From an optimization exercise on the open Yosys and OpenROAD flow, aimed at small area, a short achievable clock period and few clock cycles; shortcuts taken in it are not production practice.
The RTL was checked by simulation tests, not by an equivalence proof against the original design.
No activity file was given, so power comes from the tool's default toggle rates.

== lane 1 ==
## path_dot_segment_normalizer
module path_dot_segment_normalizer #(
    parameter int unsigned PATH_BYTES = pdsn_pkg::PDSN_PATH_BYTES
) (
    input  logic             i_clk,
    input  logic             i_rst_n,
    input  logic             start,
    output logic             busy,
    input  logic [1:0]       i_kind,
    input  logic [7:0]       i_char_byte,
    input  logic [9:0]       i_read_index,
    output logic             o_strobe,
    output logic [2:0]       o_status,
    output logic [pdsn_pkg::LEN_W-1:0] o_path_length,
    output logic [7:0]       o_data_byte
);
clock: 9.0 ns
lec_check: 0
abc_clock_period_in_ps: 3000
cap_margin: 20
core_margin: 2
core_utilization: 60
cts_cluster_diameter: 60
cts_cluster_size: 30
place_density: 0.7
setup_slack_margin: 5
slew_margin: 20
synth_hierarchical: 1
synth_memory_max_bits: 16384
run.sh (not shown) runs the stock make flow with config.mk's settings and CLKGATE_MAP_FILE= SYNTH_SCRIPT=/design/flow/synth_recipe.tcl, a recipe that flattens the netlist after the stock synthesis.
Lane 1 did not stop at any stage, and its layout met the timing, DRC and antenna checks.
Testbench counts of lane 1, summed over its fixed seeds: cycles 22,325.
Changes in lane 2 relative to lane 1:
- removing SETUP_SLACK_MARGIN (formerly 5)
==> flow/flow/run.sh (new file) <==
#!/bin/bash
set -euo pipefail
sed 's|"\${@:-finish}"|SETUP_SLACK_MARGIN=6 "BUFFER_PORTS_ARGS=-buffer_cell sky130_fd_sc_hd__buf_4" "${@:-finish}"|' \
    standard.sh > flow_standard.sh
grep -q 'SETUP_SLACK_MARGIN=6' flow_standard.sh
bash flow_standard.sh finish > flow_make.log 2>&1
==> flow/standard.sh (new file) <==
#!/bin/bash
# synth_recipe.tcl (not shown) runs the flow's synth.tcl, then flattens the netlist and writes it again
# the make line also repeats each setting of config.mk as NAME=value (left out here)
make -C /OpenROAD-flow-scripts/flow DESIGN_CONFIG=/design/flow/config.mk WORK_HOME=/design/flow/orfs CLKGATE_MAP_FILE= SYNTH_SCRIPT=/design/flow/synth_recipe.tcl "${@:-finish}"
removed: flow/run.sh
Notes after the runs:
As far as synthesized netlist cell count goes, lane 2 and lane 1 are indistinguishable; the numbers are identical. Changes observed in lane 2 relative to lane 1: antenna diode instance count increased 4, clock network area share level. Startpoint-to-endpoint class of the critical path: flip-flop to flip-flop -> lane 1, flip-flop to output pin -> lane 2. Looking at lane 2 and lane 1, the number of enable-type register cells in the synthesized netlist is a wash. Number of antenna violations at the first check in global routing in lane 2 is 1 higher than in lane 1. Re critical path required time: lane 2 and lane 1 aren't equal, and the higher value belongs to lane 1. Power: lane 2 draws more than lane 1. Diff lane 1 -> lane 2: fmax increased 67 MHz, via count of the routed design increased about 2.3%, synthesized area essentially unchanged, final wirelength increased about 7%.

---

Setup of epsilon:
Another version of the RTL of path_dot_segment_normalizer (not shown whole).
Size in the first run: ~4400 cells after synthesis, about 2200 flip-flops, roughly 80000 um^2 of cells after synthesis.
clock: 9.0 ns
lec_check: 0
abc_clock_period_in_ps: 3000
cap_margin: 20
core_margin: 2
core_utilization: 60
cts_cluster_diameter: 60
cts_cluster_size: 30
place_density: 0.7
slew_margin: 20
synth_hierarchical: 1
synth_memory_max_bits: 16384
standard.sh (not shown) runs the stock make flow with config.mk's settings and CLKGATE_MAP_FILE= SYNTH_SCRIPT=/design/flow/synth_recipe.tcl, a recipe that flattens the netlist after the stock synthesis.
==> flow/flow/run.sh <==
#!/bin/bash
set -euo pipefail
sed 's|"\${@:-finish}"|SETUP_SLACK_MARGIN=6 "BUFFER_PORTS_ARGS=-buffer_cell sky130_fd_sc_hd__buf_4" "CTS_ARGS=-sink_clustering_enable -repair_clock_nets -sink_clustering_size 30 -sink_clustering_max_diameter 60 -dont_use_dummy_load" "${@:-finish}"|' \
    standard.sh > flow_standard.sh
grep -q 'dont_use_dummy_load' flow_standard.sh
bash flow_standard.sh finish > flow_make.log 2>&1
Testbench counts of epsilon, summed over its fixed seeds: cycles 22,325.
[inputs] alpha vs epsilon
==> flow/flow/run.sh <==
#!/bin/bash
set -euo pipefail
sed 's|"\${@:-finish}"|SETUP_SLACK_MARGIN=6 "BUFFER_PORTS_ARGS=-buffer_cell sky130_fd_sc_hd__buf_4" "${@:-finish}"|' \
    standard.sh > flow_standard.sh
grep -q 'SETUP_SLACK_MARGIN=6' flow_standard.sh
bash flow_standard.sh finish > flow_make.log 2>&1
Notes after the runs:
Lower wire length goes to epsilon over alpha. Between epsilon and alpha, the difference in fmax is negligible. Comparing alpha with epsilon, the combined area of the multi-input logic cells came out essentially unchanged. Against epsilon, alpha comes in 2.0 points higher on fraction of final layout cells sized beyond drive strength 1. When the final numbers for epsilon and alpha were put side by side, the leakage dissipation turned out to be greater in alpha. Changes observed in alpha relative to epsilon: total power picked up an extra 6.3%; non-clock buffer count saw a decrease. Compared with epsilon, alpha shows number of global-route vias before repair that has gone up slightly. Between epsilon and alpha, the difference in final critical delay including setup and external delays is negligible. Per the comparison of alpha with epsilon, number of buffers added to fix hold violations after cts saw little to no change, setup slack of the critical path after layout saw little to no change.

static timing again, ports no longer ideal:
No port has a modelled driver above. Below, the same layouts with a new extraction and two added sets of constraints. Step 1 (the two cells are an assumption about what drives the block):
set clk [get_ports {i_clk}]
set_driving_cell -lib_cell sky130_fd_sc_hd__clkbuf_16 $clk
set_driving_cell -lib_cell sky130_fd_sc_hd__buf_2 [delete_from_list [all_inputs] $clk]
Step 2 adds t to the input delays and takes it off the output delays; t is the mean of the earliest and latest rising clock arrival at the registers after step 1. Input paths then give back, and output paths get back, about the clock's delay inside the block. Slacks: ideal ports / drivers / drivers and shift; pairs: ideal ports / drivers.
run	t (ns)	slack for setup (ns)	clock arrival spread, ns
lane 1	0.857	4.944 / 4.944 / 4.944	0.050 / 0.049
lane 2	0.883	5.810 / 5.727 / 5.523	0.045 / 0.045
epsilon	0.856	5.849 / 5.765 / 5.409	0.078 / 0.078
alpha	0.872	5.850 / 5.767 / 5.457	0.044 / 0.044
After both steps every run listed still meets setup and hold. For epsilon, which loses most, drivers alone change the setup slack by -0.084 ns; drivers and shift together by -0.440 ns.
